Context: an optimization exercise on an open-source flow, tuned for small area and a short achievable clock period. The choices shown serve that exercise and are no tape-out recipe.
Function was checked by simulation only, so behaviour that the tests miss may differ from the original.
Power and IR drop assume default switching activity.

==> module regfile_rd_port, before the edit <==
module regfile_rd_port #(
  parameter int DATA_W = regfile_mp_sb_pkg::RF_DATA_W,
  parameter int DEPTH  = 32
) (
  input  logic [4:0]                   raddr,
  input  logic [DEPTH-1:1][DATA_W-1:0] regs_n,   
  input  logic [DEPTH-1:1]             valid,
  input  logic [DEPTH-1:1]             busy,
  input  logic [4:0]                   waddr,
  input  logic                         wren,
  input  logic [DATA_W-1:0]            wdata,
  input  logic [DATA_W-1:0]            wdata_n,   
  output logic [DATA_W-1:0]            rdata,
  output logic                         rbusy
);
  logic [3:0] lo;
  logic [7:0] hi;
  for (genvar j = 0; j < 4; j++) begin : g_lo
    rf_g_dec2 #(.V(j)) u_lo (.a(raddr[1:0]), .y(lo[j]));
  end
  logic [3:0] lob;
  for (genvar j = 0; j < 4; j++) begin : g_lob
    rf_g_dec2 #(.V(j)) u_lob (.a(raddr[1:0]), .y(lob[j]));
  end
  for (genvar m = 0; m < 8; m++) begin : g_hi
    rf_g_dec3 #(.V(m)) u_hi (.a(raddr[4:2]), .y(hi[m]));
  end
  logic [4:0] eq;
  logic       hit_n0, hit_n1, a_zero, byp, nbyp;
  for (genvar j = 0; j < 5; j++) begin : g_eq
    rf_g_xnor2 u_eq (.a(raddr[j]), .b(waddr[j]), .y(eq[j]));
  end
  rf_g_nand3 u_hn0 (.a(eq[0]), .b(eq[1]), .c(eq[2]), .y(hit_n0));
  rf_g_nand3 u_hn1 (.a(eq[3]), .b(eq[4]), .c(wren),  .y(hit_n1));
  rf_g_and2  u_az  (.a(lob[0]), .b(hi[0]), .y(a_zero));
  rf_g_nor3  u_byp (.a(hit_n0), .b(hit_n1), .c(a_zero), .y(byp));
  rf_g_or3   u_nbp (.a(hit_n0), .b(hit_n1), .c(a_zero), .y(nbyp));
  logic [DEPTH-1:1] nsel;
  for (genvar i = 1; i < DEPTH; i++) begin : g_sel
    rf_g_nand3 u_sel (.a(lo[i%4]), .b(hi[i/4]), .c(valid[i]), .y(nsel[i]));
  end
  for (genvar b = 0; b < DATA_W; b++) begin : g_bit
    logic [15:0] t;
    logic        c;
    for (genvar g = 0; g < 15; g++) begin : g_oai
      rf_g_oai22 u_oai (.a0(nsel[2*g+1]), .a1(regs_n[2*g+1][b]), .b0(nsel[2*g+2]), .b1(regs_n[2*g+2][b]), .y(t[g]));
    end
    rf_g_oai22 u_last (.a0(nsel[31]), .a1(regs_n[31][b]), .b0(nbyp), .b1(wdata_n[b]), .y(t[15]));
    rf_g_nor2  u_c (.a(nbyp), .b(wdata[b]), .y(c));
    rf_g_or16c u_o (.a(t), .c(c), .y(rdata[b]));
  end
  logic [7:0] gb;
  logic [3:0] x;
  for (genvar m = 0; m < 8; m++) begin : g_bg
    logic [1:0] p;
    rf_g_aoi22 u_p0 (.a0(lob[0]), .a1(m == 0 ? 1'b0 : busy[4*m+0]), .b0(lob[1]), .b1(busy[4*m+1]), .y(p[0]));
    rf_g_aoi22 u_p1 (.a0(lob[2]), .a1(busy[4*m+2]),                 .b0(lob[3]), .b1(busy[4*m+3]), .y(p[1]));
    rf_g_nand2 u_g  (.a(p[0]), .b(p[1]), .y(gb[m]));
  end
  for (genvar q = 0; q < 4; q++) begin : g_bx
    rf_g_aoi22 u_x (.a0(hi[2*q]), .a1(gb[2*q]), .b0(hi[2*q+1]), .b1(gb[2*q+1]), .y(x[q]));
  end
  rf_g_aoi41 u_rb (.a(x[0]), .b(x[1]), .c(x[2]), .d(x[3]), .e(byp), .y(rbusy));
endmodule
export LEC_CHECK = 0
export CAP_MARGIN = 20
export CORE_MARGIN = 2
export CORE_UTILIZATION = 50
export CTS_BUF_LIST = sky130_fd_sc_hd__clkbuf_4 sky130_fd_sc_hd__clkbuf_8
export PLACE_DENSITY = 0.65
export SETUP_SLACK_MARGIN = 1.8
export SLEW_MARGIN = 20
export SYNTH_HIERARCHICAL = 1
create_clock -name core_clock -period 6.5 [get_ports {clk}]
standard.sh (not shown) runs the stock make flow with config.mk's settings and CLKGATE_MAP_FILE= SYNTH_SCRIPT=/design/flow/synth_recipe.tcl, a recipe that flattens the netlist after the stock synthesis.
==> flow/flow/run.sh <==
#!/bin/bash
# Layout: the standard flow (standard.sh, all steps), except that the port buffers
# that buffer_ports adds during placement are a plain buffer (sky130_fd_sc_hd__buf_2)
# rather than the delay-cell buffer it picks by itself. make's and every ORFS step's
# full output is in standard.log here and in orfs/logs/.
set -euo pipefail
export BUFFER_PORTS_ARGS="-buffer_cell sky130_fd_sc_hd__buf_2"
bash standard.sh finish > standard.log 2>&1
The starting point ran to the end with no violations.
Then changed:
--- a/flow/design.v
+++ b/flow/design.v
@@ -32,25 +32,21 @@
   logic [3:0] lo;
   logic [7:0] hi;
   for (genvar j = 0; j < 4; j++) begin : g_lo
     rf_g_dec2 #(.V(j)) u_lo (.a(raddr[1:0]), .y(lo[j]));
   end
-  logic [3:0] lob;
-  for (genvar j = 0; j < 4; j++) begin : g_lob
-    rf_g_dec2 #(.V(j)) u_lob (.a(raddr[1:0]), .y(lob[j]));
-  end
   for (genvar m = 0; m < 8; m++) begin : g_hi
     rf_g_dec3 #(.V(m)) u_hi (.a(raddr[4:2]), .y(hi[m]));
   end
   logic [4:0] eq;
   logic       hit_n0, hit_n1, a_zero, byp, nbyp;
   for (genvar j = 0; j < 5; j++) begin : g_eq
     rf_g_xnor2 u_eq (.a(raddr[j]), .b(waddr[j]), .y(eq[j]));
   end
   rf_g_nand3 u_hn0 (.a(eq[0]), .b(eq[1]), .c(eq[2]), .y(hit_n0));
   rf_g_nand3 u_hn1 (.a(eq[3]), .b(eq[4]), .c(wren),  .y(hit_n1));
-  rf_g_and2  u_az  (.a(lob[0]), .b(hi[0]), .y(a_zero));
+  rf_g_and2  u_az  (.a(lo[0]), .b(hi[0]), .y(a_zero));
   rf_g_nor3  u_byp (.a(hit_n0), .b(hit_n1), .c(a_zero), .y(byp));
   rf_g_or3   u_nbp (.a(hit_n0), .b(hit_n1), .c(a_zero), .y(nbyp));
   logic [DEPTH-1:1] nsel;
   for (genvar i = 1; i < DEPTH; i++) begin : g_sel
     rf_g_nand3 u_sel (.a(lo[i%4]), .b(hi[i/4]), .c(valid[i]), .y(nsel[i]));
@@ -67,12 +63,12 @@
   end
   logic [7:0] gb;
   logic [3:0] x;
   for (genvar m = 0; m < 8; m++) begin : g_bg
     logic [1:0] p;
-    rf_g_aoi22 u_p0 (.a0(lob[0]), .a1(m == 0 ? 1'b0 : busy[4*m+0]), .b0(lob[1]), .b1(busy[4*m+1]), .y(p[0]));
-    rf_g_aoi22 u_p1 (.a0(lob[2]), .a1(busy[4*m+2]),                 .b0(lob[3]), .b1(busy[4*m+3]), .y(p[1]));
+    rf_g_aoi22 u_p0 (.a0(lo[0]), .a1(m == 0 ? 1'b0 : busy[4*m+0]), .b0(lo[1]), .b1(busy[4*m+1]), .y(p[0]));
+    rf_g_aoi22 u_p1 (.a0(lo[2]), .a1(busy[4*m+2]),                 .b0(lo[3]), .b1(busy[4*m+3]), .y(p[1]));
     rf_g_nand2 u_g  (.a(p[0]), .b(p[1]), .y(gb[m]));
   end
   for (genvar q = 0; q < 4; q++) begin : g_bx
     rf_g_aoi22 u_x (.a0(hi[2*q]), .a1(gb[2*q]), .b0(hi[2*q+1]), .b1(gb[2*q+1]), .y(x[q]));
   end
Result:
- die area is about the same
- register-to-register slack gets better by 70 ps
- setup slack gets better by 11 ps
- non-clock buffer count falls by 3
- via count drops by 0.62%
- fmax barely changes
- power falls by 0.89%
- utilization is lower by 0.37 points
- global-route usage went down by 0.56 points

[port drivers added, routing unchanged]
Ports are ideal in the flow. The routed layouts listed here were re-timed in OpenROAD. Step 1, drivers: a clkbuf_16 drives clk and a buf_2 each remaining input, both assumed. Step 2 times the ports against the registers' clock, not the clock port: input delays grow and output delays shrink by t, the midpoint of the rising clock arrivals with the driver on. Three values: ideal ports, drivers, drivers and shift; two values: the first two.
run | shift t [ns] | setup WS [ns] | hold WS [ns] | worst register clock-pin slew, ns | cell pins on the clock port's net
the first run | 0.938 | 1.660 / 1.632 / 1.180 | 0.561 / 0.561 / 0.561 | 0.07 / 0.07 | 1
the second run | 0.934 | 1.671 / 1.647 / 0.880 | 0.555 / 0.555 / 0.555 | 0.07 / 0.07 | 1
After both steps setup and hold are still met in every run listed. The setup slack of the second run, which loses most, moves by -0.024 ns with the drivers and by -0.791 ns with both steps.
